Context: an optimization exercise on an open-source flow, tuned for small area, a short achievable clock period and few clock cycles per item. The choices shown serve that exercise and are no tape-out recipe.
Function was checked by simulation only, so behaviour that the tests miss may differ from the original.
No activity file was given, so power comes from the tool's default toggle rates.

[config.mk]
export PLATFORM = sky130hd
export DESIGN_NAME = alu_unit
export DESIGN_NICKNAME = alu_unit
export VERILOG_FILES = /design/flow/design.v
export SDC_FILE = /design/flow/constraint.sdc
export NUM_CORES = 4
export LEC_CHECK = 0
export CAP_MARGIN = 20
export CORE_MARGIN = 2
export CORE_UTILIZATION = 40
export SETUP_SLACK_MARGIN = 2.0
export SLEW_MARGIN = 20
[constraint.sdc]
create_clock -name core_clock -period 5.5 [get_ports {clk}]
set_input_delay 1.1000 -clock core_clock [delete_from_list [all_inputs] [get_ports {clk}]]
set_output_delay 1.1000 -clock core_clock [all_outputs]
set_load 0.01 [all_outputs]
[design.v]
package alu_pkg;
  localparam int reg_w   = 64;
  localparam int imm_w   = 32;
  localparam int flags_w = 16;
  localparam int adr_w   = 3;
endpackage
`timescale 1ns/10ps
module alu_unit (
  input  logic        clk,
  input  logic        rst,
  input  logic        bus_cyc,
  input  logic        bus_stb,
  input  logic        bus_we,
  input  logic [2:0]  bus_adr,
  input  logic [63:0] bus_wdata,
  output logic        bus_ack,
  output logic [63:0] bus_rdata
);
  logic [63:0] s_q;
  logic [63:0] t_q;
  logic        c_valid;
  logic [63:0] c_pp;
  logic [63:0] c_gg;
  logic [5:0]  c_sh;
  logic        c_sub;
  logic        c_cfuse;
  logic        c_arith;
  logic        c_keep;
  logic        c_zero;
  logic        c_and;
  logic        c_or;
  logic        c_xor;
  logic        c_sll;
  logic        c_mov;
  logic [3:0]  c_w;
  logic [1:0]  c_wn;
  logic [63:0] q_d    [4];
  logic        q_cf   [4];
  logic        q_of   [4];
  logic        q_keep [4];
  logic        q_zero [4];
  logic [1:0]  q_w    [4];
  logic [1:0]  wr_ptr;
  logic [1:0]  rd_ptr;
  logic [3:0]  count;     
  logic        chain_cf;
  logic [4:0]  last_f;    
  logic        pres;
  logic        rd_res;
  logic        wr_acc;
  logic        rd_acc;
  logic        cmd_wr;
  logic [63:0] head;
  logic        slow_q;
  logic        slow_rd;
  logic        slow_nx;
  logic [1:0]  rd_next;
  logic [3:0]  o_slow;
  logic [3:0]  o_s;
  logic [3:0]  o_t;
  logic [3:0]  o_h;
  logic [1:0]  o_p [4];
  assign pres    = bus_cyc && bus_stb;
  assign rd_res  = !bus_we && (bus_adr == 3'd3);
  assign slow_rd = !bus_we && !bus_adr[2] && !(bus_adr[1] && bus_adr[0]);
  assign slow_nx = pres && slow_rd && !slow_q;
  assign bus_ack = pres && (bus_we || bus_adr[2] ||
                            ((bus_adr[1] && bus_adr[0]) ? count[0] : slow_q));
  assign wr_acc  = pres && bus_we;
  assign rd_acc  = pres && rd_res && count[0];
  assign cmd_wr  = wr_acc && (bus_adr == 3'd2);
  assign rd_next = rd_acc ? rd_ptr + 2'd1 : rd_ptr;
  for (genvar k = 0; k < 4; k++) begin : g_out
    logic       nx;
    logic [1:0] p_nx;
    logic       z_nx;
    logic [15:0] d;
    assign nx   = pres && slow_rd && !o_slow[k];
    assign p_nx = rd_acc ? o_p[k] + 2'd1 : o_p[k];
    assign z_nx = (c_valid && wr_ptr == p_nx) ? c_zero : q_zero[p_nx];
    always_ff @(posedge clk) begin
      if (rst) begin
        o_slow[k] <= 1'b0;
        o_p[k]    <= '0;
      end else begin
        o_slow[k] <= nx;
        o_p[k]    <= p_nx;
      end
      o_s[k] <= nx && (bus_adr == 3'd0);
      o_t[k] <= nx && (bus_adr == 3'd1);
      o_h[k] <= !nx && !z_nx;
    end
    assign d = q_d[o_p[k]][16*k +: 16];
    assign head[16*k +: 16] = d;
    assign bus_rdata[16*k +: 16] = ({16{o_s[k]}} & s_q[16*k +: 16]) |
                                   ({16{o_t[k]}} & t_q[16*k +: 16]) |
                                   ({16{o_h[k] && !bus_adr[2]}} & d) |
                                   ((k == 0) ? ({16{bus_adr == 3'd4}} &
                                                {4'd0, last_f[4], 3'd0, last_f[3], last_f[2],
                                                 3'd0, last_f[1], 1'b0, last_f[0]}) : 16'd0);
  end
  logic       h_sf;
  logic [4:0] h_f;
  always_comb begin
    case (q_w[rd_ptr])
      2'd0:    h_sf = head[7];
      2'd1:    h_sf = head[15];
      2'd2:    h_sf = head[31];
      default: h_sf = head[63];
    endcase
    if (q_keep[rd_ptr]) begin
      h_f = last_f;
    end else begin
      h_f = {q_of[rd_ptr], h_sf, head == 64'd0, ~^head[7:0], q_cf[rd_ptr]};
    end
  end
  logic [3:0]  op;
  logic        d_sub;
  logic [63:0] d_t;
  logic [63:0] d_tx;
  assign op    = bus_wdata[3:0];
  assign d_sub = (op == 4'd1) || (op == 4'd3) || (op == 4'd9);
  assign d_t   = bus_wdata[6] ? {{32{bus_wdata[38]}}, bus_wdata[38:7]} : t_q;
  assign d_tx  = d_sub ? ~d_t : d_t;
  logic        cin;
  logic [63:0] pp;
  logic [63:0] gg;
  logic [63:0] gk [7];
  logic [63:0] pk [7];
  logic [63:0] carries;
  logic        cout;
  logic [63:0] sum;
  logic        c_hi;
  logic        c_lo;
  logic [63:0] mask;
  logic [63:0] shl;
  logic [63:0] braw;
  logic [63:0] r;
  logic        cf_new;
  logic        of_new;
  assign cin = c_sub ^ (c_cfuse && chain_cf);
  assign pp  = c_pp;
  assign gg  = c_gg;
  assign gk[0] = gg;
  assign pk[0] = pp;
  for (genvar l = 0; l < 6; l++) begin : g_ks
    for (genvar i = 0; i < 64; i++) begin : g_bit
      if ((i >> l) % 2 == 1) begin : g_op
        assign gk[l+1][i] = gk[l][i] | (pk[l][i] & gk[l][((i >> l) << l) - 1]);
        assign pk[l+1][i] = pk[l][i] & pk[l][((i >> l) << l) - 1];
      end else begin : g_pass
        assign gk[l+1][i] = gk[l][i];
        assign pk[l+1][i] = pk[l][i];
      end
    end
  end
  assign carries = {gk[6][62:0] | (pk[6][62:0] & {63{cin}}), cin};
  assign cout    = gk[6][63] | (pk[6][63] & cin);
  assign sum     = pp ^ carries;
  assign mask = {{32{c_w[3]}}, {16{c_w[3] | c_w[2]}}, {8{!c_w[0]}}, 8'hff};
  always_comb begin
    case (1'b1)
      c_w[0]:  begin c_hi = carries[8];  c_lo = carries[7];  end
      c_w[1]:  begin c_hi = carries[16]; c_lo = carries[15]; end
      c_w[2]:  begin c_hi = carries[32]; c_lo = carries[31]; end
      default: begin c_hi = cout;        c_lo = carries[63]; end
    endcase
  end
  assign shl  = s_q << c_sh;
  assign braw = ({64{c_and}} & gg) |
                ({64{c_or}}  & (pp | gg)) |
                ({64{c_xor}} & pp) |
                ({64{c_sll}} & shl) |
                ({64{c_mov}} & (pp ^ s_q));
  assign r      = (c_arith ? sum : braw) & mask;
  assign cf_new = c_arith && (c_hi ^ c_sub);
  assign of_new = c_arith && (c_hi ^ c_lo);
  always_ff @(posedge clk) begin
    if (rst) begin
      c_valid  <= 1'b0;
      slow_q   <= 1'b0;
      wr_ptr   <= '0;
      rd_ptr   <= '0;
      count    <= '0;
      chain_cf <= 1'b0;
      last_f   <= '0;
    end else begin
      c_valid <= cmd_wr;
      slow_q  <= slow_nx;
      if (c_valid) begin
        wr_ptr <= wr_ptr + 2'd1;
        if (!c_keep) chain_cf <= cf_new;
      end
      if (rd_acc) begin
        rd_ptr <= rd_next;
        last_f <= h_f;
      end
      case ({c_valid, rd_acc})
        2'b10:   count <= {count[2:0], 1'b1};
        2'b01:   count <= {1'b0, count[3:1]};
        default: count <= count;
      endcase
    end
  end
  always_ff @(posedge clk) begin
    if (wr_acc && bus_adr == 3'd0) s_q <= bus_wdata;
    if (wr_acc && bus_adr == 3'd1) t_q <= bus_wdata;
    c_pp    <= s_q ^ d_tx;
    c_gg    <= s_q & d_tx;
    c_sh    <= d_t[5:0];
    c_sub   <= d_sub;
    c_cfuse <= (op == 4'd2) || (op == 4'd3);
    c_arith <= (op <= 4'd3) || (op == 4'd9);
    c_keep  <= (op == 4'd8) || (op >= 4'd11);
    c_zero  <= (op == 4'd9) || (op == 4'd10);
    c_and   <= (op == 4'd4) || (op == 4'd10);
    c_or    <= (op == 4'd5);
    c_xor   <= (op == 4'd6);
    c_sll   <= (op == 4'd7);
    c_mov   <= (op == 4'd8) || (op >= 4'd11);
    c_w     <= 4'b0001 << bus_wdata[5:4];
    c_wn    <= bus_wdata[5:4];
    if (c_valid) begin
      q_d[wr_ptr]    <= r;
      q_cf[wr_ptr]   <= cf_new;
      q_of[wr_ptr]   <= of_new;
      q_keep[wr_ptr] <= c_keep;
      q_zero[wr_ptr] <= c_zero;
      q_w[wr_ptr]    <= c_wn;
    end
  end
endmodule
[run.sh]
#!/bin/bash
# synth_recipe.tcl (not shown) runs the flow's synth.tcl, then flattens the netlist and writes it again
# the make line also repeats each setting of config.mk as NAME=value (left out here)
make -C /OpenROAD-flow-scripts/flow DESIGN_CONFIG=/design/flow/config.mk WORK_HOME=/design/flow/orfs CLKGATE_MAP_FILE= SYNTH_SCRIPT=/design/flow/synth_recipe.tcl finish
==> flow_summary.json, run 1 <==
{
  "grt_pass1_vias": 22800,
  "max_freq_mhz": 282,
  "core_area_um2": 77200,
  "initial_core_util_pct": 40.2,
  "relSlewSlack_pct": 25.2,
  "dp_hpwl_um": 75800,
  "gp_congestion": 0.947,
  "cp_data_required_time_ns": 4.40,
  "synth_flop_cell": "edfxtp_1",
  "synthesis.area_um2": 31100,
  "antenna_cells": 0,
  "cts-root-buf": "clkbuf_16",
  "cts_buffers": 66,
  "drt_iter0_drc": 2914,
  "dr_total_vias": 23400,
  "ant_nets": 0,
  "firstDrtPassIters": 10,
  "period_minus_slack_ns": 3.55,
  "hold_buffers": 0,
  "most-common-layout-cells": "edfxtp_1 (408), nand2_1 (187), dfxtp_1 (180), a21oi_1 (148), mux4_2 (138)",
  "track_usage_pct": 26.6,
  "netlist_instances": 2523,
  "setup-violations-final": 0,
  "io_pins": 137,
  "clk_pin_slew_ns": 0.06,
  "ys_ff_latch": 599,
  "worst_pin_slew_ns": 1.11,
  "worstSetupStartpointType": "flop",
  "fin_crit_sh_pct": 64.5,
  "arrival_ns": 2.45,
  "rows": 102,
  "fin_tns_setup_ns": 0,
  "slew_violations": 0,
  "worstSkewPairLatency_ns": 0.62,
  "wl_per_cell_um": 28.4,
  "yosysSeqAreaShare_pct": 51.8,
  "synthArstFlopShare_pct": 0,
  "areaGrowthSynthToFinish_pct": 18.3,
  "synth_edf_count": 408,
  "hold_class": "flop to flop",
  "yosys-top-cells-area": "edfxtp_1 (39%), dfxtp_1 (12%), mux4_2 (10%)",
  "antenna_found_initial": 3,
  "whs_path_depth": 1,
  "irDropWorstVdd_mv": 0.241,
  "clk_path_buf_depth": 3,
  "final_common_cell": "edfxtp_1",
  "pre_cts_slack_ns": 0.742,
  "cts_tree": "done",
  "grt_pass1_wl_um": 155000,
  "setup.worst_path.end_class": "primary output",
  "worstPathMaxFanout": 5,
  "status": "no timing/DRC/antenna violations",
  "die_w_um": 283,
  "numPortBuffers": 136,
  "wl_um": 107000,
  "finalHoldViolations": 0,
  "syn_avg_cell_area_um2": 12.3,
  "leakagePower_nw": 13.5,
  "nets": 2824,
  "crit_type": "flop to primary output",
  "synth_cell_type_count": 87,
  "rsz0062_at_grt": "true",
  "synth_top_cell_by_area": "edfxtp_1",
  "fin_skew_ns": 0.0304,
  "chipHeight_um": 283,
  "drc": 0,
  "die_area_um2": 79900,
  "setup_slack_ns": 1.95,
  "p_per_area_nw_per_um2": 305,
  "ys_warn_count": 4,
  "grt_max_degree": 65,
  "final_layout_size_suffix_gt1_share_pct": 21.0,
  "overflow": 0,
  "htreeDepth": 3,
  "reg2regPathDepth": 7,
  "syn-num-nets": 2669,
  "netlist.area_leader.share_pct": 39.5,
  "total_power_mw": 11.2,
  "clock-sinks": 599,
  "vias_per_cell": 6.19,
  "max_cap_violations": 0
}
[layout make-up]
type                            instances  area [µm²]
Multi-Input combinational cell       1634       14000
Clock inverter                         27         390
Sequential cell                       599       16100
Clock buffer                           95        1940
Inverter                               95         360
Fill cell                            6869       40500
Tap cell                             1040        1300
Timing Repair Buffer                  282        2600
[cells in the mapped netlist, types with 64 or more instances]
cell type / instances
clkbuf_1: 135
xor2_1: 94
o21ai_0: 77
xnor2_1: 80
a21oi_1: 150
nor2_1: 130
dfxtp_1: 191
a222oi_1: 64
ha_1: 74
edfxtp_1: 408
mux4_2: 138
nand2_1: 187
inv_1: 92
mux2i_1: 96
[registers in the layout, summed over array words and instances (netlist names), 4 cells and up, named ones only]
name	cells
count	4
o_slow	4
q_w	8
q_zero	4
t_q	64
c_gg	64
o_p	8
q_keep	4
last_f	5
s_q	64
q_cf	4
q_d	256
c_w	4
c_sh	6
c_pp	64
q_of	4
o_t	4
o_h	4
o_s	4
[critical path, stage by stage (launching register included)]
cell      delay, ns
dfxtp_4        0.37
buf_12         0.12
buf_6          0.11
buf_16         0.13
mux4_2         0.55
a222oi_1       0.32
inv_1          0.09
buf_2          0.15
[worst paths after layout]
| check | slack (ns) | to | from |
|---|---|---|---|
| setup / recovery | 1.95 | bus_rdata[58] | o_p[3][0] |
| hold / removal | 0.43 | slow_q | slow_q |
| setup reg to reg | 2.00 | q_d[3][52] | c_sh[4] |
| hold reg to reg | 0.43 | slow_q | slow_q |
[kinds of logic after synthesis]
logic type      Yosys count  share of synthesized area (%)
simple gates            533                           8.07
xor+xnor                174                           4.91
buf+inv                 290                           3.78
flops                   599                           51.8
mux                     283                           14.9
fa+ha+maj                74                           2.98
compound gates          570                           13.6
[timing repair]
item                                    in CTS  in global routing
setup buffers                               69                 14
cloned                                       6                  0
endpoints found under the setup margin     225                143
pin swaps                                   61                 29
hold endpoints to repair                     0                  0
resized for setup                          253                 70
[per-layer routing]
metal,track usage (%),vias up,share of wire (%)
li1,-,10100,-
met1,36.2,11900,42
met2,43.1,1198,47
met3,4.18,172,7.7
met4,9.61,2,3.3
met5,0,-,0.0075
[power breakdown]
part           leakage (nW)  switching [mW]  internal, mW
combinational          7.03           0.814         0.542
sequential             5.29           0.202          4.94
clock                  1.14            1.85          2.85
total                  13.5            2.87          8.34
[metrics by stage]
step,area (µm²),utilization [%],cells,hold WS (ns)
2_1_floorplan,31100,-,2523,0.401
3_5_place_dp,33400,43.3,3561,0.422
3_3_place_gp,33400,43.2,3561,0.414
6_report,36700,47.6,3772,0.431
5_1_grt,36700,47.6,3772,0.453
4_1_cts,36600,47.4,3758,0.433
Testbench counts, summed over its fixed seeds: cycles 11,245, ops 3,200.
==> inputs of run 2 (changes only) <==
==> flow/run.sh (new file) <==
#!/bin/bash
# The standard layout, except that the port buffers are buf_4 cells rather
# than the buffer_ports default, so that the resizer can size them.
set -euo pipefail
export BUFFER_PORTS_ARGS="-buffer_cell sky130_fd_sc_hd__buf_4"
bash standard.sh > standard.log 2>&1
==> standard.sh (new file) <==
#!/bin/bash
# synth_recipe.tcl (not shown) runs the flow's synth.tcl, then flattens the netlist and writes it again
# the make line also repeats each setting of config.mk as NAME=value (left out here)
make -C /OpenROAD-flow-scripts/flow DESIGN_CONFIG=/design/flow/config.mk WORK_HOME=/design/flow/orfs CLKGATE_MAP_FILE= SYNTH_SCRIPT=/design/flow/synth_recipe.tcl "${@:-finish}"
removed: run.sh
==> flow_summary.json, run 2 <==
{
  "status": "no timing/DRC/antenna violations",
  "min_from": "slow_q",
  "netlist_instances": 2523,
  "numPortBuffers": 136,
  "core_area_um2": 77200,
  "dr_total_vias": 23200,
  "antenna_cells": 0,
  "fin_skew_ns": 0.0326,
  "initial_core_util_pct": 40.2,
  "yosys-top-cells-area": "edfxtp_1 (39%), dfxtp_1 (12%), mux4_2 (10%)",
  "htreeDepth": 3,
  "clk_pin_slew_ns": 0.06,
  "pre_cts_slack_ns": 0.986,
  "final_layout_size_suffix_gt1_share_pct": 22.4,
  "crit_type": "flop to primary output",
  "setup.worst_path.end_class": "primary output",
  "areaGrowthSynthToFinish_pct": 16.2,
  "cpPeakStageDelay_ns": 0.57,
  "rows": 102,
  "irDropWorstVdd_mv": 0.319,
  "netlist.area_leader.share_pct": 39.5,
  "firstDrtPassIters": 9,
  "whs_endpoint": "slow_q",
  "synth_top_cell_by_area": "edfxtp_1",
  "max_cap_violations": 0,
  "gp_congestion": 0.994,
  "p_per_area_nw_per_um2": 303,
  "rrSetupSlack_ns": 2.02,
  "timing.rr.end": "last_f[2]",
  "max_freq_mhz": 277,
  "grt_max_degree": 79,
  "die_area_um2": 79900,
  "slowest_stage": "mux4_2",
  "worstPathMaxFanout": 6,
  "hold_buffers": 0,
  "antenna_found_initial": 3,
  "nets": 2794,
  "path_delay_family": "multiplexers",
  "worstSkewPairLatency_ns": 0.62,
  "hold_class": "flop to flop",
  "cts_buffers": 67,
  "ys_ff_latch": 599,
  "crit_cells": 4,
  "clock-sinks": 599,
  "setup_slack_ns": 1.89,
  "reg2regPathDepth": 8,
  "r2r-start": "o_p[3][0]",
  "io_pins": 137,
  "rsz0062_at_grt": "true",
  "synthTopCellsByCount": "edfxtp_1 (408), dfxtp_1 (191), nand2_1 (187), a21oi_1 (150), mux4_2 (138)",
  "synth_edf_count": 408,
  "cts-root-buf": "clkbuf_16",
  "dp_hpwl_um": 76200,
  "top_register": "q_d",
  "slew_violations": 0,
  "most-common-layout-cells": "edfxtp_1 (408), buf_4 (208), nand2_1 (187), dfxtp_1 (180), a21oi_1 (149)",
  "track_usage_pct": 26.2,
  "yosysSeqAreaShare_pct": 51.8,
  "relSlewSlack_pct": 27.2,
  "ant_nets": 0,
  "cp_data_required_time_ns": 4.40,
  "overflow": 0,
  "leakagePower_nw": 13.2,
  "fillers": 6876,
  "grt_pass1_vias": 22400,
  "crit_chain": "mux4_2, a222oi_1, inv_1, buf_4",
  "arrival_ns": 2.51,
  "die_w_um": 283,
  "hold_ws_ns": 0.424,
  "setup-violations-final": 0,
  "worstSetupStartpointType": "flop",
  "syn-num-nets": 2669,
  "cp.buffers_inverters": 2,
  "chipHeight_um": 283,
  "whs_path_depth": 1,
  "synth.most_common_cell": "edfxtp_1",
  "synth_cell_type_count": 87,
  "finalHoldViolations": 0,
  "fin_crit_sh_pct": 65.7,
  "final_common_cell": "edfxtp_1",
  "wl_um": 106000,
  "period_minus_slack_ns": 3.61,
  "largest_reg_flops": 256,
  "worst_pin_slew_ns": 1.09,
  "syn_avg_cell_area_um2": 12.3,
  "wl_per_cell_um": 28.3,
  "vias_per_cell": 6.21,
  "synthArstFlopShare_pct": 0,
  "drt_iter0_drc": 3099,
  "fin_tns_setup_ns": 0,
  "clk_path_buf_depth": 3,
  "grt_pass1_wl_um": 154000,
  "ys_warn_count": 4,
  "synth_flop_cell": "edfxtp_1",
  "synthesis.area_um2": 31100,
  "cts_tree": "done",
  "drc": 0
}
## run 2: cell type report
| cell class | instances | area [µm²] | area share (%) |
|---|---|---|---|
| clock buffers | 94 | 1880 | 5.21 |
| clock inverters | 28 | 299 | 0.828 |
| inverters | 95 | 359 | 0.995 |
| multi-input cells | 1634 | 14000 | 38.7 |
| flip-flops and latches | 599 | 16100 | 44.6 |
| well taps | 1040 | 1300 | 3.60 |
| repair buffers | 251 | 2170 | 6.01 |
## run 2: repair_timing
item | in CTS | in global routing
resized for setup | 61 | 27
cloned | 1 | 0
endpoints found under the setup margin | 165 | 124
pin swaps | 32 | 19
setup buffers | 42 | 18
## run 2: per-stage QoR
step	util [%]	total power [mW]	std cells	area, µm²
CTS	46.4	11.0	3723	35900
floorplan	-	6.05	2523	31100
detailed placement	42.8	6.53	3558	33100
finish	46.8	10.9	3741	36100
global route	46.8	11.3	3741	36100
global placement	42.8	6.51	3556	33000
## run 2: how the worst max path moves through the flow
stage,endpoint,slack [ns],startpoint
after floorplan,bus_rdata[4],2.23,o_p[0][0]
after global placement,last_f[2],0.91,bus_adr[2]
after detailed placement,last_f[2],0.99,bus_adr[2]
after CTS,bus_rdata[60],1.91,o_p[3][0]
after global routing,bus_rdata[38],1.84,o_p[2][0]
final,bus_rdata[60],1.89,o_p[3][0]
## run 2: metal layers
layer	wire length (µm)	global-route usage [%]	up-vias	share of wire (%)
met1	44300	36.1	11800	42
met2	49800	42.2	1127	47
met3	8320	4.09	180	7.9
met4	3480	9.08	4	3.3
met5	23	0	-	0.022
li1	-	-	10100	-
## run 2: logic make-up (layout without fill, tap and decap cells)
family	count (synthesis)	in the layout	share of synthesized area, %
and+or+nand+nor	533	533	8.07
adders and majority gates	74	74	2.98
DFF	599	599	51.8
xor gates and xnor gates	174	174	4.91
AOI/OAI and AO/OA	570	570	13.6
buffers and inverters	290	468	3.78
muxes	283	283	14.9
## run 2: power breakdown
group	leakage [nW]	internal, mW	switching, mW
clock network	1.06	2.60	1.84
registers	5.29	4.94	0.213
logic	6.89	0.533	0.803
total	13.2	8.08	2.86
==> inputs of run 3 (changes only) <==
--- a/config.mk
+++ b/config.mk
@@ -9,4 +9,6 @@
 export CORE_MARGIN = 2
 export CORE_UTILIZATION = 40
+export CTS_CLUSTER_DIAMETER = 80
+export CTS_CLUSTER_SIZE = 30
 export SETUP_SLACK_MARGIN = 2.0
 export SLEW_MARGIN = 20
==> flow_summary.json, run 3 <==
{
  "synth_flop_cell": "edfxtp_1",
  "die_area_um2": 79900,
  "crit_type": "flop to primary output",
  "cts-root-buf": "clkbuf_16",
  "worst_pin_slew_ns": 1.08,
  "gp_congestion": 0.994,
  "final_layout_size_suffix_gt1_share_pct": 21.0,
  "yosys-top-cells-area": "edfxtp_1 (39%), dfxtp_1 (12%), mux4_2 (10%)",
  "antenna_found_initial": 3,
  "core_area_um2": 77200,
  "hold_buffers": 0,
  "synthesis.area_um2": 31100,
  "firstDrtPassIters": 9,
  "clk_path_buf_depth": 3,
  "netlist.area_leader.share_pct": 39.5,
  "stdcell_count": 3670,
  "fin_tns_setup_ns": 0,
  "relSlewSlack_pct": 27.8,
  "synthTopCellsByCount": "edfxtp_1 (408), dfxtp_1 (191), nand2_1 (187), a21oi_1 (150), mux4_2 (138)",
  "chipHeight_um": 283,
  "overflow": 0,
  "cell_internal_pwr_mw": 6.58,
  "p_per_area_nw_per_um2": 262,
  "fillers": 7004,
  "netlist_instances": 2523,
  "placedCellCount": 3558,
  "pre_cts_slack_ns": 0.986,
  "ys_warn_count": 4,
  "period_minus_slack_ns": 3.68,
  "setup.worst_path.end_class": "primary output",
  "finalHoldViolations": 0,
  "final_common_cell": "edfxtp_1",
  "max_freq_mhz": 272,
  "yosysSeqAreaShare_pct": 51.8,
  "leakagePower_nw": 12.7,
  "rsz0062_at_grt": "true",
  "status": "no timing/DRC/antenna violations",
  "irDropWorstVdd_mv": 0.219,
  "drc": 0,
  "ant_nets": 0,
  "arrival_ns": 2.58,
  "wl_per_cell_um": 28.6,
  "hold_class": "flop to flop",
  "syn-num-nets": 2669,
  "cts_tree": "done",
  "fin_skew_ns": 0.0465,
  "combPwrFrac_pct": 14.6,
  "clkPwrFrac_pct": 29.2,
  "initial_core_util_pct": 40.2,
  "most-common-layout-cells": "edfxtp_1 (408), buf_4 (204), nand2_1 (187), dfxtp_1 (180), a21oi_1 (149)",
  "synth_top_cell_by_area": "edfxtp_1",
  "max_cap_violations": 0,
  "grt_pass1_wl_um": 152000,
  "track_usage_pct": 25.7,
  "slew_violations": 0,
  "die_w_um": 283,
  "switching_power_mw": 2.59,
  "io_pins": 137,
  "areaGrowthSynthToFinish_pct": 12.6,
  "numPortBuffers": 136,
  "cts_buffers": 29,
  "worstPathMaxFanout": 6,
  "cp_data_required_time_ns": 4.40,
  "grt_max_degree": 79,
  "setup-violations-final": 0,
  "worstSkewPairLatency_ns": 0.65,
  "drt_iter0_drc": 2839,
  "fin_crit_sh_pct": 66.9,
  "antenna_cells": 0,
  "setup_slack_ns": 1.82,
  "largest_reg_flops": 256,
  "top_register": "q_d",
  "synthArstFlopShare_pct": 0,
  "clock-sinks": 599,
  "utilization_pct": 45.3,
  "seq_power_share_pct": 56.1,
  "synth.most_common_cell": "edfxtp_1",
  "switching_share_pct": 28.2,
  "rows": 102,
  "worstSetupStartpointType": "flop",
  "ys_ff_latch": 599,
  "dp_hpwl_um": 76200,
  "nets": 2753,
  "dr_total_vias": 22900,
  "syn_avg_cell_area_um2": 12.3,
  "vias_per_cell": 6.24,
  "synth_cell_type_count": 87,
  "synth_edf_count": 408,
  "wl_um": 105000,
  "grt_pass1_vias": 21900,
  "clk_pin_slew_ns": 0.11,
  "htreeDepth": 1
}
[run 3: cell counts after synthesis]
Identical to the previous run, type by type.
[run 3: power by group through the flow]
stage | sequential (mW) | clock [mW] | combinational (mW)
2_1_floorplan | 5.12 | 0 | 0.931
3_3_place_gp | 5.25 | 0 | 1.26
3_5_place_dp | 5.25 | 0 | 1.28
4_1_cts | 5.14 | 2.72 | 1.30
5_1_grt | 5.17 | 2.87 | 1.44
6_report | 5.15 | 2.68 | 1.34
[run 3: through the flow]
stage	total power, mW	area (µm²)	hold WS, ns
2_1_floorplan	6.05	31100	0.401
3_3_place_gp	6.51	33000	0.418
3_5_place_dp	6.53	33100	0.412
4_1_cts	9.17	34600	0.430
5_1_grt	9.47	35000	0.457
6_report	9.17	35000	0.431
[run 3: cells by family (layout without fill, tap and decap cells)]
family,after synthesis,count (layout),share of synthesized area (%)
flip-flops,599,599,51.8
multiplexers,283,283,14.9
XOR/XNOR,174,174,4.91
AND/OR/NAND/NOR,533,533,8.07
buffers and inverters,290,397,3.78
adder cells (fa/ha/maj),74,74,2.98
AO/OA/AOI/OAI,570,570,13.6
[run 3: worst paths after layout]
path	startpoint	to	slack, ns	cells past startpoint
setup / recovery	o_p[3][0]	bus_rdata[60]	1.82	4
setup reg to reg	c_pp[41]	q_of[0]	2.07	8
hold / removal	slow_q	slow_q	0.43	1
hold reg to reg	slow_q	slow_q	0.43	1
[run 3: per-layer routing]
layer  vias up  share of wire [%]  global-route usage (%)  wire [µm]
met5         -              0.030                       0         32
met3       166                6.7                    2.93       7070
met1     11700                 43                    36.1      45100
met4         4                3.1                    7.42       3310
met2      1120                 47                    42.0      49600
li1       9931                  -                       -          -
[run 3: area by class of cell]
cell class	count	area (µm²)	share of cell area [%]
tap	1040	1300	3.72
multi-input combinational	1634	14000	40.0
sequential	599	16100	46.1
timing repair buffer	248	2170	6.20
clock buffer	38	801	2.29
clock inverter	16	224	0.641
inverter	95	359	1.03
[run 3: timing repair]
action,4_1_cts,5_1_grt
resized for setup,48,45
buffers inserted,41,15
gates cloned,1,1
setup endpoints to repair,161,132
pin swaps,27,29
[run 3: critical path, cell delays in order, from the launching register on]
cell and delay, ns:
dfxtp_4 0.50, mux4_2 0.57, a222oi_1 0.58, inv_1 0.10, buf_4 0.17
==> inputs of run 4 (changes only) <==
--- a/config.mk
+++ b/config.mk
@@ -9,6 +9,6 @@
 export CORE_MARGIN = 2
 export CORE_UTILIZATION = 40
-export CTS_CLUSTER_DIAMETER = 80
-export CTS_CLUSTER_SIZE = 30
-export SETUP_SLACK_MARGIN = 2.0
+export CTS_CLUSTER_DIAMETER = 100
+export CTS_CLUSTER_SIZE = 24
+export SETUP_SLACK_MARGIN = 2.3
 export SLEW_MARGIN = 20
==> flow_summary.json, run 4 <==
{
  "ys_ff_latch": 599,
  "grt_max_degree": 77,
  "track_usage_pct": 26.4,
  "crit_chain": "buf_12, mux4_2, a222oi_1, inv_1, buf_4",
  "relSlewSlack_pct": 24.4,
  "largest_reg_flops": 256,
  "syn-num-nets": 2669,
  "core_area_um2": 77200,
  "period_minus_slack_ns": 3.71,
  "clock-sinks": 599,
  "most-common-layout-cells": "edfxtp_1 (408), buf_4 (209), dfxtp_1 (179), nand2_1 (176), a21oi_1 (145)",
  "vias_per_cell": 6.28,
  "seq_power_share_pct": 56.5,
  "cp_data_required_time_ns": 4.40,
  "rsz0062_at_grt": "true",
  "synth_cell_type_count": 87,
  "cts-root-buf": "clkbuf_16",
  "netlist_instances": 2523,
  "final_layout_size_suffix_gt1_share_pct": 23.7,
  "total_power_mw": 9.10,
  "irDropWorstVdd_mv": 0.241,
  "fin_crit_sh_pct": 67.4,
  "ant_nets": 0,
  "setup-violations-final": 0,
  "p_per_area_nw_per_um2": 256,
  "synthTopCellsByCount": "edfxtp_1 (408), dfxtp_1 (191), nand2_1 (187), a21oi_1 (150), mux4_2 (138)",
  "status": "no timing/DRC/antenna violations",
  "path_delay_family": "compound AO/OA/AOI/OAI gates",
  "gp_congestion": 0.985,
  "cts_tree": "done",
  "clkPwrFrac_pct": 28.1,
  "switching_power_mw": 2.54,
  "max_cap_violations": 0,
  "io_pins": 137,
  "synth_flop_cell": "edfxtp_1",
  "netlist.area_leader.share_pct": 39.5,
  "finalHoldViolations": 0,
  "crit_type": "flop to primary output",
  "syn_avg_cell_area_um2": 12.3,
  "antenna_found_initial": 1,
  "yosys-top-cells-area": "edfxtp_1 (39%), dfxtp_1 (12%), mux4_2 (10%)",
  "ys_warn_count": 4,
  "switching_share_pct": 27.9,
  "rows": 102,
  "fillers": 6993,
  "grt_pass1_vias": 22600,
  "chipHeight_um": 283,
  "htreeDepth": 1,
  "nets": 2790,
  "pre_cts_slack_ns": 1.19,
  "areaGrowthSynthToFinish_pct": 14.6,
  "cp.buffers_inverters": 3,
  "die_area_um2": 79900,
  "combPwrFrac_pct": 15.4,
  "cell_internal_pwr_mw": 6.56,
  "hold_ws_ns": 0.447,
  "leakagePower_nw": 12.9,
  "initial_core_util_pct": 40.2,
  "worstSkewPairLatency_ns": 0.65,
  "fin_skew_ns": 0.0248,
  "numPortBuffers": 136,
  "max_freq_mhz": 270,
  "slowest_stage": "a222oi_1",
  "synthesis.area_um2": 31100,
  "setup_slack_ns": 1.79,
  "die_w_um": 283,
  "arrival_ns": 2.61,
  "wl_per_cell_um": 28.8,
  "synth_edf_count": 408,
  "dr_total_vias": 23300,
  "hold_buffers": 0,
  "clk_path_buf_depth": 3,
  "grt_pass1_wl_um": 156000,
  "synth_top_cell_by_area": "edfxtp_1",
  "worstSetupStartpointType": "flop",
  "clk_pin_slew_ns": 0.10,
  "drc": 0,
  "drt_iter0_drc": 2926,
  "slew_violations": 0,
  "firstDrtPassIters": 9,
  "top_register": "q_d",
  "overflow": 0,
  "synthArstFlopShare_pct": 0,
  "setup.worst_path.end_class": "primary output",
  "yosysSeqAreaShare_pct": 51.8,
  "hold_class": "flop to flop",
  "worstPathMaxFanout": 7,
  "final_common_cell": "edfxtp_1",
  "synth.most_common_cell": "edfxtp_1",
  "cts_buffers": 30,
  "cpPeakStageDelay_ns": 0.56,
  "dp_hpwl_um": 76400,
  "worst_pin_slew_ns": 1.13,
  "wl_um": 107000,
  "fin_tns_setup_ns": 0
}
[run 4: cell counts after synthesis]
Identical to the previous run, type by type.
[run 4: path summary, 6_finish.rpt]
path	from	slack [ns]	end	cells past startpoint
worst max register to register	o_p[0][0]	2.16	last_f[2]	16
worst min-delay path	slow_q	0.45	slow_q	1
worst max-delay path	o_p[3][0]	1.79	bus_rdata[57]	5
worst min register to register	slow_q	0.45	slow_q	1
[run 4: routing by layer]
| metal | vias up | track usage [%] | share of wire [%] |
|---|---|---|---|
| li1 | 10000 | - | - |
| met1 | 11900 | 36.0 | 41 |
| met2 | 1146 | 44.1 | 48 |
| met3 | 193 | 2.80 | 7.3 |
| met4 | 0 | 8.36 | 3.5 |
| met5 | - | 0 | 0 |
[run 4: power by group through the flow]
stage | Sequential [mW] | Clock (mW) | Combinational (mW)
final | 5.14 | 2.56 | 1.40
after global routing | 5.16 | 2.74 | 1.50
after CTS | 5.14 | 2.61 | 1.34
after detailed placement | 5.25 | 0 | 1.28
after global placement | 5.25 | 0 | 1.26
after floorplan | 5.12 | 0 | 0.931
[run 4: timing repair]
action                                  CTS  global route
gates cloned                              2             0
endpoints found under the setup margin  265           220
buffers inserted                         72            24
pin swaps                                62            14
gates resized for setup                 131            67
[run 4: layout make-up]
class / instances / area [µm²] / share of cell area, %
antenna: 1 / 2.50 / 0.00703
clock buffer: 49 / 832 / 2.34
clock inverter: 6 / 70.1 / 0.197
inverter: 95 / 360 / 1.01
multi-input combinational: 1634 / 14300 / 40.2
sequential: 599 / 16100 / 45.3
tap: 1040 / 1300 / 3.66
timing repair buffer: 284 / 2590 / 7.27
[run 4: logic make-up (layout without fill, tap and decap cells)]
family | after synthesis | after routing | share of synthesized area, %
AOI/OAI and AO/OA | 570 | 570 | 13.6
xor gates and xnor gates | 174 | 174 | 4.91
other | 0 | 1 | 0
DFF | 599 | 599 | 51.8
muxes | 283 | 283 | 14.9
adders and majority gates | 74 | 74 | 2.98
and+or+nand+nor | 533 | 533 | 8.07
buffers and inverters | 290 | 434 | 3.78
[run 4: per-stage QoR]
step / cells / cell area, µm² / util, %
2_1_floorplan: 2523 / 31100 / -
3_3_place_gp: 3554 / 33000 / 42.8
3_5_place_dp: 3554 / 33000 / 42.8
4_1_cts: 3683 / 35100 / 45.5
5_1_grt: 3707 / 35600 / 46.1
6_report: 3708 / 35600 / 46.1
[run 4: worst register-to-register path, cell delays in order, from the launching register on]
cell     delay, ns
dfxtp_4       0.45
buf_6         0.13
buf_6         0.08
buf_6         0.10
buf_16        0.11
buf_6         0.09
mux4_2        0.53
buf_6         0.14
buf_6         0.11
inv_4         0.05
ha_4          0.11
nand4_1       0.17
nor3b_4       0.36
nand4_1       0.21
nor4_4        0.46
a21oi_1       0.08
nor2_1        0.11
==> inputs of run 5 (changes only) <==
--- a/config.mk
+++ b/config.mk
@@ -11,4 +11,4 @@
 export CTS_CLUSTER_DIAMETER = 100
 export CTS_CLUSTER_SIZE = 24
-export SETUP_SLACK_MARGIN = 2.3
+export SETUP_SLACK_MARGIN = 1.7
 export SLEW_MARGIN = 20
==> flow_summary.json, run 5 <==
{
  "final_layout_size_suffix_gt1_share_pct": 18.6,
  "utilization_pct": 44.2,
  "synth_edf_count": 408,
  "areaGrowthSynthToFinish_pct": 9.85,
  "grt_max_degree": 71,
  "worst_pin_slew_ns": 1.12,
  "die_w_um": 283,
  "core_area_um2": 77200,
  "grt_pass1_wl_um": 151000,
  "chipHeight_um": 283,
  "io_pins": 137,
  "p_per_area_nw_per_um2": 261,
  "synthArstFlopShare_pct": 0,
  "max_freq_mhz": 264,
  "status": "no timing/DRC/antenna violations",
  "synth_top_cell_by_area": "edfxtp_1",
  "setup.worst_path.end_class": "flop",
  "irDropWorstVdd_mv": 0.308,
  "dp_hpwl_um": 76600,
  "fin_tns_setup_ns": 0,
  "ys_warn_count": 4,
  "antenna_found_initial": 0,
  "drc": 0,
  "synth_flop_cell": "edfxtp_1",
  "total_power_mw": 8.92,
  "fin_skew_ns": 0.0263,
  "clkPwrFrac_pct": 27.5,
  "nets": 2706,
  "clk_path_buf_depth": 3,
  "ys_ff_latch": 599,
  "gp_congestion": 0.982,
  "syn-num-nets": 2669,
  "synth.most_common_cell": "edfxtp_1",
  "slowest_stage": "nor2b_1",
  "relSlewSlack_pct": 24.5,
  "switching_power_mw": 2.43,
  "rows": 102,
  "hold_class": "flop to flop",
  "overflow": 0,
  "netlist.area_leader.share_pct": 39.5,
  "max_cap_violations": 0,
  "fin_crit_sh_pct": 68.9,
  "switching_share_pct": 27.2,
  "top_register": "q_d",
  "final_common_cell": "edfxtp_1",
  "period_minus_slack_ns": 3.79,
  "worstPathMaxFanout": 21,
  "worstSetupStartpointType": "input pin",
  "clk_pin_slew_ns": 0.10,
  "dr_total_vias": 22900,
  "netlist_instances": 2523,
  "setup-violations-final": 0,
  "grt.met1_usage_pct": 35.9,
  "hold_buffers": 0,
  "largest_reg_flops": 256,
  "arrival_ns": 4.36,
  "syn_avg_cell_area_um2": 12.3,
  "track_usage_pct": 25.5,
  "drt_iter0_drc": 3337,
  "wl_um": 104000,
  "crit_chain": "buf_4, nor4_2, buf_4, nor2b_1, nor3b_1, nand4_1, nor4_1, a21oi_1, nor2_1",
  "use_met2_pct": 41.9,
  "worstSkewPairLatency_ns": 0.63,
  "yosysSeqAreaShare_pct": 51.8,
  "synth_cell_type_count": 87,
  "cts_tree": "done",
  "cts_buffers": 29,
  "vias_per_cell": 6.31,
  "clock-sinks": 599,
  "htreeDepth": 1,
  "wl_per_cell_um": 28.8,
  "crit_type": "input pin to flop",
  "ant_nets": 0,
  "cpPeakStageDelay_ns": 0.77,
  "rsz0062_at_grt": "true",
  "most-common-layout-cells": "edfxtp_1 (408), buf_4 (195), nand2_1 (187), dfxtp_1 (180), a21oi_1 (150)",
  "leakagePower_nw": 12.3,
  "critPathMostFrequentCell": "buf_4",
  "grt_pass1_vias": 21700,
  "slew_violations": 0,
  "firstDrtPassIters": 9,
  "synthTopCellsByCount": "edfxtp_1 (408), dfxtp_1 (191), nand2_1 (187), a21oi_1 (150), mux4_2 (138)",
  "combPwrFrac_pct": 14.8,
  "synthesis.area_um2": 31100,
  "cell_internal_pwr_mw": 6.49,
  "globalRouteMet3Util_pct": 2.92,
  "initial_core_util_pct": 40.2,
  "yosys-top-cells-area": "edfxtp_1 (39%), dfxtp_1 (12%), mux4_2 (10%)",
  "die_area_um2": 79900,
  "cp_data_required_time_ns": 6.07,
  "cts-root-buf": "clkbuf_16",
  "seq_power_share_pct": 57.7,
  "finalHoldViolations": 0,
  "numPortBuffers": 136,
  "busiest_layer": "met2"
}
==> run 5: cell types whose count changed in the layout (fill, tap and decap cells not counted), moves of 11 or more <==
| cell | change |
|---|---|
| a211oi_1 | +13 |
| a211oi_2 | -13 |
| buf_12 | -11 |
| buf_4 | -14 |
| buf_6 | -54 |
| nand2_1 | +11 |
==> run 5: path summary, 6_finish.rpt <==
| check | cells after the start | slack, ns | endpoint | startpoint |
|---|---|---|---|---|
| max | 9 | 1.71 | last_f[2] | bus_adr[2] |
| min | 1 | 0.44 | slow_q | slow_q |
| max reg2reg | 8 | 1.81 | q_d[1][60] | c_pp[43] |
| min reg2reg | 1 | 0.44 | slow_q | slow_q |
==> run 5: stage by stage <==
step,cell area [µm²],hold WS (ns),std cells,worst slack (ns)
after detailed placement,33000,0.420,3556,1.20
after global placement,33000,0.415,3556,1.23
after CTS,34000,0.435,3613,1.67
after global routing,34100,0.443,3623,1.69
after floorplan,31100,0.401,2523,1.90
final,34100,0.435,3624,1.71
==> run 5: power groups by stage <==
stage                     Sequential (mW)  Combinational (mW)  Clock, mW
after floorplan                      5.12               0.931          0
after global placement               5.24                1.26          0
after detailed placement             5.24                1.28          0
after CTS                            5.14                1.29       2.50
after global routing                 5.16                1.42       2.65
final                                5.14                1.32       2.45
==> run 5: cell families after synthesis <==
family	after synthesis	share of synthesized area, %
mux	283	14.9
fa+ha+maj	74	2.98
simple gates	533	8.07
xor+xnor	174	4.91
flops	599	51.8
buf+inv	290	3.78
compound gates	570	13.6
==> run 5: area by class of cell <==
type | count | area (µm²)
Fill cell | 7072 | 43100
Tap cell | 1040 | 1300
Clock buffer | 49 | 822
Timing Repair Buffer | 201 | 1570
Inverter | 95 | 357
Multi-Input combinational cell | 1634 | 13900
Sequential cell | 599 | 16100
Clock inverter | 5 | 37.5
Antenna cell | 1 | 2.50
==> run 5: what timing repair did <==
action / in CTS / in global routing
resized for setup: 21 / 12
gates cloned: 0 / 0
buffers inserted: 3 / 10
pin swaps: 0 / 1
endpoints found under the setup margin: 113 / 59
==> run 5: worst max-delay path: cells and delay by family <==
kind,cells,cell delay [ns]
buffers and inverters,2,0.50
and+or+nand+nor,6,2.67
AOI/OAI and AO/OA,1,0.08
==> run 5: layer usage <==
| layer | routed length (µm) | part of all wire (%) | up-vias |
|---|---|---|---|
| met5 | 0 | 0 | - |
| met4 | 3330 | 3.2 | 0 |
| met3 | 7150 | 6.9 | 157 |
| met2 | 49300 | 47 | 1086 |
| met1 | 44500 | 43 | 11800 |
| li1 | - | - | 9861 |
==> inputs of run 6 (changes only) <==
--- a/config.mk
+++ b/config.mk
@@ -11,4 +11,4 @@
 export CTS_CLUSTER_DIAMETER = 100
 export CTS_CLUSTER_SIZE = 24
-export SETUP_SLACK_MARGIN = 1.7
+export SETUP_SLACK_MARGIN = 2.0
 export SLEW_MARGIN = 20
==> flow_summary.json, run 6 <==
{
  "clk_pin_slew_ns": 0.10,
  "setup_slack_ns": 1.84,
  "die_w_um": 283,
  "core_area_um2": 77200,
  "initial_core_util_pct": 40.2,
  "setup.worst_path.end_class": "primary output",
  "grt_pass1_vias": 21900,
  "wl_per_cell_um": 28.6,
  "leakagePower_nw": 12.6,
  "most-common-layout-cells": "edfxtp_1 (408), buf_4 (201), nand2_1 (187), dfxtp_1 (180), a21oi_1 (148)",
  "irDropWorstVdd_mv": 0.295,
  "synth_cell_type_count": 87,
  "multi_input_area_um2": 14000,
  "worst_pin_slew_ns": 1.08,
  "clk_path_buf_depth": 3,
  "relSlewSlack_pct": 28.0,
  "top_register": "q_d",
  "timing.rr.end": "q_d[3][31]",
  "netlist.area_leader.share_pct": 39.5,
  "arrival_ns": 2.56,
  "yosysSeqAreaShare_pct": 51.8,
  "worstSkewPairLatency_ns": 0.65,
  "synth_edf_count": 408,
  "gp_congestion": 0.994,
  "cpPeakStageDelay_ns": 0.57,
  "hold_class": "flop to flop",
  "synth_top_cell_by_area": "edfxtp_1",
  "pre_cts_slack_ns": 0.986,
  "antenna_found_initial": 3,
  "drc": 0,
  "ant_nets": 0,
  "cts-root-buf": "clkbuf_16",
  "max_cap_violations": 0,
  "final_layout_size_suffix_gt1_share_pct": 20.4,
  "path_delay_family": "multiplexers",
  "track_usage_pct": 25.8,
  "rrSetupSlack_ns": 2.04,
  "syn-num-nets": 2669,
  "largest_reg_flops": 256,
  "areaGrowthSynthToFinish_pct": 12.1,
  "whs_path_depth": 1,
  "fillers": 7009,
  "synthesis.area_um2": 31100,
  "yosys-top-cells-area": "edfxtp_1 (39%), dfxtp_1 (12%), mux4_2 (10%)",
  "synth.most_common_cell": "edfxtp_1",
  "cp_data_required_time_ns": 4.40,
  "cp.buffers_inverters": 2,
  "numPortBuffers": 136,
  "synth_flop_cell": "edfxtp_1",
  "cts_tree": "done",
  "setup-violations-final": 0,
  "ys_warn_count": 4,
  "dp_hpwl_um": 76200,
  "dr_total_vias": 22800,
  "overflow": 0,
  "antenna_cells": 0,
  "rows": 102,
  "chipHeight_um": 283,
  "syn_avg_cell_area_um2": 12.3,
  "crit_chain": "mux4_2, a222oi_1, inv_1, buf_4",
  "grt_pass1_wl_um": 152000,
  "htreeDepth": 1,
  "finalHoldViolations": 0,
  "period_minus_slack_ns": 3.66,
  "nets": 2749,
  "reg2regPathDepth": 8,
  "max_freq_mhz": 273,
  "drt_iter0_drc": 2916,
  "fin_tns_setup_ns": 0,
  "die_area_um2": 79900,
  "slowest_stage": "mux4_2",
  "fin_crit_sh_pct": 66.6,
  "cts_buffers": 30,
  "min_from": "slow_q",
  "wl_um": 105000,
  "p_per_area_nw_per_um2": 260,
  "synthArstFlopShare_pct": 0,
  "slew_violations": 0,
  "fin_skew_ns": 0.0407,
  "clock-sinks": 599,
  "register_area_um2": 16100,
  "whs_endpoint": "slow_q",
  "crit_cells": 4,
  "vias_per_cell": 6.22,
  "rsz0062_at_grt": "true",
  "r2r-start": "c_sh[1]",
  "crit_type": "flop to primary output",
  "status": "no timing/DRC/antenna violations",
  "io_pins": 137,
  "grt_max_degree": 79,
  "worstSetupStartpointType": "flop",
  "synthTopCellsByCount": "edfxtp_1 (408), dfxtp_1 (191), nand2_1 (187), a21oi_1 (150), mux4_2 (138)",
  "firstDrtPassIters": 8,
  "final_common_cell": "edfxtp_1",
  "ys_ff_latch": 599,
  "netlist_instances": 2523,
  "worstPathMaxFanout": 6
}
## run 6: cell families (layout without fill, tap and decap cells)
kind of cell | count (synthesis) | count (layout) | synth area share (%)
AO/OA/AOI/OAI | 570 | 570 | 13.6
multiplexers | 283 | 283 | 14.9
AND/OR/NAND/NOR | 533 | 533 | 8.07
buffers and inverters | 290 | 394 | 3.78
adder cells (fa/ha/maj) | 74 | 74 | 2.98
XOR/XNOR | 174 | 174 | 4.91
flip-flops | 599 | 599 | 51.8
## run 6: metrics by stage
stage	utilization, %	hold slack (ns)	cells	power (mW)	cell area [µm²]
after CTS	44.7	0.428	3651	9.04	34500
after global placement	42.8	0.418	3556	6.51	33000
after detailed placement	42.8	0.412	3558	6.53	33100
after floorplan	-	0.401	2523	6.05	31100
after global routing	45.1	0.455	3667	9.35	34800
final	45.1	0.428	3667	9.03	34800
## run 6: how the worst max path moves through the flow
stage	start	to	slack [ns]
after CTS	o_p[0][0]	bus_rdata[12]	1.87
after floorplan	o_p[0][0]	bus_rdata[4]	2.23
after global placement	bus_adr[2]	last_f[2]	0.91
after detailed placement	bus_adr[2]	last_f[2]	0.99
after global routing	o_p[0][0]	bus_rdata[15]	1.80
final	o_p[3][0]	bus_rdata[60]	1.84
## run 6: timing repair
action / 4_1_cts / 5_1_grt
buffers inserted: 36 / 15
gates cloned: 1 / 1
hold endpoints to repair: 0 / 0
pin swaps: 31 / 26
gates resized for setup: 49 / 41
hold buffers: 0 / 0
setup endpoints to repair: 165 / 135
## run 6: worst register-to-register path: cells and delay by family (launching register included)
| family | cells | cell delay, ns |
|---|---|---|
| simple gates | 2 | 0.17 |
| compound gates | 3 | 1.04 |
| mux | 3 | 1.31 |
| flops | 1 | 0.64 |
## run 6: cell type report
cell class / count / area share (%)
clock inverter: 6 / 0.291
timing repair buffer: 243 / 6.07
clock buffer: 50 / 2.37
inverter: 95 / 1.03
multi-input combinational: 1634 / 40.2
tap: 1040 / 3.74
sequential: 599 / 46.3
## run 6: routing by layer
| metal | up-vias | global-route usage (%) | routed length, µm |
|---|---|---|---|
| met4 | 4 | 7.26 | 3200 |
| met1 | 11700 | 36.4 | 45200 |
| met3 | 157 | 2.98 | 7200 |
| met2 | 1043 | 42.1 | 49400 |
| li1 | 9930 | - | - |
| met5 | - | 0 | 31 |
## run 6: power breakdown
part / total, mW / leakage [nW] / switching, mW / internal [mW]
sequential: 5.15 / 5.29 / 0.213 / 4.94
combinational: 1.34 / 6.84 / 0.803 / 0.533
clock: 2.54 / 0.442 / 1.47 / 1.08
total: 9.03 / 12.6 / 2.48 / 6.55
==> inputs of run 7 (changes only) <==
--- a/config.mk
+++ b/config.mk
@@ -8,7 +8,8 @@
 export CAP_MARGIN = 20
 export CORE_MARGIN = 2
-export CORE_UTILIZATION = 40
+export CORE_UTILIZATION = 65
 export CTS_CLUSTER_DIAMETER = 100
 export CTS_CLUSTER_SIZE = 24
+export PLACE_DENSITY = 0.78
 export SETUP_SLACK_MARGIN = 2.0
 export SLEW_MARGIN = 20
==> flow_summary.json, run 7 <==
{
  "wl_um": 101000,
  "wl_per_cell_um": 31.3,
  "numPortBuffers": 136,
  "period_minus_slack_ns": 3.55,
  "antenna_cells": 0,
  "timing.rr.end": "q_d[0][61]",
  "vias_per_cell": 7.33,
  "clk_path_buf_depth": 3,
  "r2r-start": "c_pp[43]",
  "netlist.area_leader.share_pct": 39.5,
  "cp-startpoint": "c_pp[43]",
  "cts_tree": "done",
  "status": "no timing/DRC/antenna violations",
  "top_register": "q_d",
  "finalHoldViolations": 0,
  "ant_nets": 0,
  "worstSkewPairLatency_ns": 0.64,
  "setup-violations-final": 0,
  "synthArstFlopShare_pct": 0,
  "worstSetupStartpointType": "flop",
  "synth_mux_area_share_pct": 14.9,
  "ys_ff_latch": 599,
  "max_cap_violations": 0,
  "synth_flop_cell": "edfxtp_1",
  "cp_data_required_time_ns": 5.89,
  "die_area_um2": 49500,
  "synthesis.area_um2": 31100,
  "total_power_mw": 8.96,
  "max_freq_mhz": 282,
  "cts-root-buf": "clkbuf_16",
  "irDropWorstVdd_mv": 0.370,
  "fillers": 3296,
  "nets": 2738,
  "cts_buffers": 29,
  "crit_type": "flop to flop",
  "clock-sinks": 599,
  "synth_adder_area_share_pct": 2.98,
  "core_area_um2": 47400,
  "relSlewSlack_pct": 21.0,
  "chipHeight_um": 223,
  "min_from": "slow_q",
  "drc": 0,
  "dr_total_vias": 23700,
  "yosys-top-cells-area": "edfxtp_1 (39%), dfxtp_1 (12%), mux4_2 (10%)",
  "yosysSeqAreaShare_pct": 51.8,
  "worstPathMaxFanout": 10,
  "slew_violations": 0,
  "netlist_instances": 2523,
  "htreeDepth": 1,
  "design_area_um2": 34100,
  "rsz0062_at_grt": "true",
  "rrSetupSlack_ns": 1.95,
  "final_layout_size_suffix_gt1_share_pct": 19.7,
  "fin_skew_ns": 0.0253,
  "largest_reg_flops": 256,
  "multi_input_area_um2": 14000,
  "p_per_area_nw_per_um2": 263,
  "synthTopCellsByCount": "edfxtp_1 (408), dfxtp_1 (191), nand2_1 (187), a21oi_1 (150), mux4_2 (138)",
  "register_area_um2": 16100,
  "place_area_um2": 32500,
  "drt_iter0_drc": 3769,
  "ys_warn_count": 4,
  "synth_top_family_by_area": "multiplexers",
  "dp_hpwl_um": 72000,
  "syn_avg_cell_area_um2": 12.3,
  "synth_cell_type_count": 87,
  "track_usage_pct": 40.3,
  "die_w_um": 223,
  "grt_pass1_vias": 22400,
  "grt_max_degree": 67,
  "most-common-layout-cells": "edfxtp_1 (408), buf_4 (198), nand2_1 (187), dfxtp_1 (181), a21oi_1 (149)",
  "arrival_ns": 3.94,
  "synth-xor-area-share_pct": 4.91,
  "clk_pin_slew_ns": 0.10,
  "antenna_found_initial": 1,
  "overflow": 0,
  "hold_class": "flop to flop",
  "leakagePower_nw": 12.5,
  "grt_pass1_wl_um": 148000,
  "reg2regPathDepth": 8,
  "rows": 80,
  "fin_tns_setup_ns": 0,
  "final_common_cell": "edfxtp_1",
  "syn-num-nets": 2669,
  "io_pins": 137,
  "initial_core_util_pct": 65.5,
  "worst_pin_slew_ns": 1.17,
  "firstDrtPassIters": 9,
  "fin_crit_sh_pct": 64.5,
  "areaGrowthSynthToFinish_pct": 9.81,
  "synth_edf_count": 408,
  "gp_congestion": 1.01,
  "whs_path_depth": 1,
  "yosys.area_share.simple_pct": 8.07,
  "crit_end": "q_d[0][61]",
  "setup.worst_path.end_class": "flop",
  "synth.most_common_cell": "edfxtp_1",
  "synth_top_cell_by_area": "edfxtp_1",
  "synth-compound-area-share_pct": 13.6
}
[run 7: routing by layer]
metal	GRT usage (%)	part of all wire, %	vias to the layer above
met1	56.2	38	11800
li1	-	-	9937
met3	8.71	12	270
met5	0	0	-
met2	61.9	45	1689
met4	16.8	5.1	0
[run 7: final cells by class]
class | instances | area share (%)
clock inverters | 5 | 0.191
repair buffers | 233 | 5.97
multi-input cells | 1634 | 40.9
inverters | 95 | 1.05
clock buffers | 48 | 2.35
well taps | 615 | 2.26
flip-flops and latches | 599 | 47.2
[run 7: worst max-delay path, stage by stage (launching register included)]
cell and delay, ns:
dfxtp_1 0.57, and4_1 0.36, and4_1 0.28, and2_1 0.35, a22o_1 0.46, nor2_1 0.22, a21boi_1 0.50, nor3_1 0.16
a211oi_2 0.40
[run 7: cells by family after synthesis]
family	count (synthesis)
multiplexers	283
XOR/XNOR	174
flip-flops	599
buffers and inverters	290
AND/OR/NAND/NOR	533
adder cells (fa/ha/maj)	74
AO/OA/AOI/OAI	570
[run 7: stage by stage]
stage / utilization, % / setup WS [ns] / instances / hold slack, ns
2_1_floorplan: - / 2.23 / 2523 / 0.401
3_3_place_gp: 68.4 / 1.61 / 3127 / 0.417
3_5_place_dp: 68.5 / 1.57 / 3129 / 0.433
4_1_cts: 71.2 / 1.90 / 3208 / 0.444
5_1_grt: 71.9 / 1.89 / 3229 / 0.465
6_report: 71.9 / 1.95 / 3229 / 0.447
[run 7: worst min path at each step]
| stage | endpoint | slack (ns) |
|---|---|---|
| 2_1_floorplan | slow_q | 0.40 |
| 3_3_place_gp | slow_q | 0.42 |
| 3_5_place_dp | slow_q | 0.43 |
| 4_1_cts | slow_q | 0.44 |
| 5_1_grt | slow_q | 0.46 |
| 6_report | slow_q | 0.45 |
[run 7: where the power goes]
| part | leakage (nW) | internal (mW) | switching (mW) |
|---|---|---|---|
| combinational | 6.80 | 0.528 | 0.811 |
| clock | 0.419 | 1.06 | 1.42 |
| sequential | 5.29 | 4.94 | 0.204 |
| total | 12.5 | 6.53 | 2.44 |
[run 7: repair_timing]
item	CTS	global route
setup endpoints to repair	168	154
resized for setup	38	29
pin swaps	14	34
hold buffers	0	0
cloned	3	0
setup buffers	23	21
==> inputs of run 8 (changes only) <==
--- a/config.mk
+++ b/config.mk
@@ -8,8 +8,8 @@
 export CAP_MARGIN = 20
 export CORE_MARGIN = 2
-export CORE_UTILIZATION = 65
+export CORE_UTILIZATION = 55
 export CTS_CLUSTER_DIAMETER = 100
 export CTS_CLUSTER_SIZE = 24
-export PLACE_DENSITY = 0.78
+export PLACE_DENSITY = 0.7
 export SETUP_SLACK_MARGIN = 2.0
 export SLEW_MARGIN = 20
==> flow_summary.json, run 8 <==
{
  "status": "no timing/DRC/antenna violations",
  "synth_cell_type_count": 87,
  "relSlewSlack_pct": 25.1,
  "register_area_um2": 16100,
  "most-common-layout-cells": "edfxtp_1 (408), buf_4 (199), nand2_1 (187), dfxtp_1 (179), a21oi_1 (149)",
  "fin_skew_ns": 0.0277,
  "clk_pin_slew_ns": 0.10,
  "die_area_um2": 58400,
  "synth_top_cell_by_area": "edfxtp_1",
  "dr_total_vias": 23000,
  "multi_input_area_um2": 14000,
  "drc": 0,
  "chipHeight_um": 242,
  "crit_chain": "buf_12, buf_4, mux4_2, a222oi_1, inv_1, buf_4",
  "areaGrowthSynthToFinish_pct": 10.6,
  "design_area_um2": 34300,
  "netlist.area_leader.share_pct": 39.5,
  "clock-sinks": 599,
  "synth_flop_cell": "edfxtp_1",
  "synth_edf_count": 408,
  "max_freq_mhz": 282,
  "place_area_um2": 32700,
  "initial_core_util_pct": 55.4,
  "yosysSeqAreaShare_pct": 51.8,
  "critPathMostFrequentCell": "buf_4",
  "cell_internal_pwr_mw": 6.57,
  "overflow": 0,
  "worstSkewPairLatency_ns": 0.63,
  "irDropWorstVdd_mv": 0.329,
  "final_common_cell": "edfxtp_1",
  "worstSetupStartpointType": "flop",
  "max_cap_violations": 0,
  "syn-num-nets": 2669,
  "cpPeakStageDelay_ns": 0.52,
  "antenna_found_initial": 3,
  "switching_power_mw": 2.47,
  "ant_nets": 0,
  "slew_violations": 0,
  "worst_pin_slew_ns": 1.12,
  "fin_crit_sh_pct": 64.6,
  "finalHoldViolations": 0,
  "wl_per_cell_um": 29.9,
  "rows": 87,
  "wl_um": 101000,
  "slowest_stage": "mux4_2",
  "worstPathMaxFanout": 11,
  "switching_share_pct": 27.3,
  "period_minus_slack_ns": 3.55,
  "synthTopCellsByCount": "edfxtp_1 (408), dfxtp_1 (191), nand2_1 (187), a21oi_1 (150), mux4_2 (138)",
  "drt_iter0_drc": 3145,
  "synthArstFlopShare_pct": 0,
  "hold_class": "flop to flop",
  "synthesis.area_um2": 31100,
  "syn_avg_cell_area_um2": 12.3,
  "p_per_area_nw_per_um2": 263,
  "synth.most_common_cell": "edfxtp_1",
  "cp_data_required_time_ns": 4.40,
  "io_pins": 137,
  "cts-root-buf": "clkbuf_16",
  "firstDrtPassIters": 9,
  "nets": 2735,
  "core_area_um2": 56100,
  "fin_tns_setup_ns": 0,
  "clkPwrFrac_pct": 28.4,
  "ys_ff_latch": 599,
  "htreeDepth": 1,
  "seq_power_share_pct": 56.8,
  "final_layout_size_suffix_gt1_share_pct": 20.0,
  "largest_reg_flops": 256,
  "cts_tree": "done",
  "leakagePower_nw": 12.5,
  "gp_congestion": 0.995,
  "crit_type": "flop to primary output",
  "arrival_ns": 2.45,
  "setup.worst_path.end_class": "primary output",
  "grt_pass1_vias": 22000,
  "setup-violations-final": 0,
  "rsz0062_at_grt": "true",
  "combPwrFrac_pct": 14.7,
  "netlist_instances": 2523,
  "hold_buffers": 0,
  "fillers": 4464,
  "top_register": "q_d",
  "cts_buffers": 31,
  "yosys-top-cells-area": "edfxtp_1 (39%), dfxtp_1 (12%), mux4_2 (10%)",
  "grt_max_degree": 65,
  "grt_pass1_wl_um": 149000,
  "ys_warn_count": 4,
  "vias_per_cell": 6.82,
  "dp_hpwl_um": 73600,
  "numPortBuffers": 136,
  "clk_path_buf_depth": 3,
  "die_w_um": 242,
  "track_usage_pct": 34.0
}
-- run 8: final cells by class --
type,instances,share of cell area (%)
flip-flops and latches,599,46.9
multi-input cells,1634,40.7
well taps,756,2.75
diodes,1,0.00729
clock inverters,7,0.270
clock buffers,51,2.51
inverters,95,1.05
repair buffers,228,5.75
-- run 8: what timing repair did --
item / CTS / global route
endpoints found under the hold margin: 0 / 0
endpoints found under the setup margin: 153 / 113
pin swaps: 14 / 23
resized for setup: 32 / 31
setup buffers: 29 / 15
cloned: 1 / 0
-- run 8: logic make-up after synthesis --
| family | synth area share (%) |
|---|---|
| flip-flops | 51.8 |
| AO/OA/AOI/OAI | 13.6 |
| AND/OR/NAND/NOR | 8.07 |
| buffers and inverters | 3.78 |
| multiplexers | 14.9 |
| XOR/XNOR | 4.91 |
| adder cells (fa/ha/maj) | 2.98 |
-- run 8: worst paths after layout --
kind	startpoint	slack, ns	cells after the start	end
worst max-delay path	o_p[0][0]	1.95	6	bus_rdata[14]
worst min-delay path	slow_q	0.46	1	slow_q
worst max register to register	s_q[1]	2.07	7	q_d[0][27]
worst min register to register	slow_q	0.46	1	slow_q
-- run 8: layer usage --
metal / global-route usage [%] / part of all wire [%] / up-vias
met4: 11.6 / 3.7 / 0
met2: 52.5 / 45 / 1408
met3: 5.44 / 10 / 161
li1: - / - / 9918
met1: 49.3 / 41 / 11500
met5: 0 / 0 / -
-- run 8: stage by stage --
stage	util, %	worst slack (ns)	power [mW]	instances	hold slack, ns
after floorplan	-	2.23	6.05	2523	0.401
after global placement	58.2	1.65	6.48	3265	0.411
after detailed placement	58.3	1.67	6.50	3267	0.434
final	61.3	1.95	9.04	3371	0.456
after global routing	61.2	1.91	9.34	3370	0.494
after CTS	60.7	1.96	9.03	3355	0.456
-- run 8: power by group through the flow --
stage	registers (mW)	logic (mW)	clock network, mW
CTS	5.13	1.29	2.62
finish	5.14	1.33	2.57
detailed placement	5.24	1.26	0
floorplan	5.12	0.931	0
global route	5.16	1.42	2.76
global placement	5.24	1.24	0
-- run 8: critical path, delay by kind of cell (launching register included) --
kind,cells,cell delay (ns)
muxes,1,0.52
buffers and inverters,4,0.53
AOI/OAI and AO/OA,1,0.40
DFF,1,0.37

afterwards: timing with drivers on the ports:
How much do the figures lean on ideal ports? The routed layouts below were timed once more, with nothing changed but the port constraints. Step 1 sets driving cells, clkbuf_16 on the clock port and buf_2 on the other inputs (assumed; they add their load-dependent delay and slew). Step 2 times the ports against the registers' clock, not the clock port: input delays grow and output delays shrink by t, the midpoint of the rising clock arrivals with the driver on. a / b / c = ideal / step 1 / step 2; a / b = the first two.
| run | t (ns) | setup slack, ns | latest minus earliest clock arrival (ns) |
|---|---|---|---|
| run 1 | 0.674 | 1.953 / 1.888 / 1.717 | 0.031 / 0.030 |
| run 2 | 0.663 | 1.886 / 1.823 / 1.473 | 0.033 / 0.032 |
| run 3 | 0.691 | 1.820 / 1.756 / 1.481 | 0.048 / 0.048 |
| run 4 | 0.706 | 1.790 / 1.726 / 1.718 | 0.025 / 0.025 |
| run 5 | 0.680 | 1.710 / 1.693 / 1.065 | 0.026 / 0.026 |
| run 6 | 0.694 | 1.838 / 1.774 / 1.509 | 0.041 / 0.041 |
| run 7 | 0.688 | 1.954 / 1.895 / 1.940 | 0.025 / 0.026 |
| run 8 | 0.683 | 1.949 / 1.885 / 1.755 | 0.028 / 0.027 |
After both steps every run listed still meets setup and hold. For run 5, which loses most, drivers alone change the setup slack by -0.017 ns; drivers and shift together by -0.645 ns.
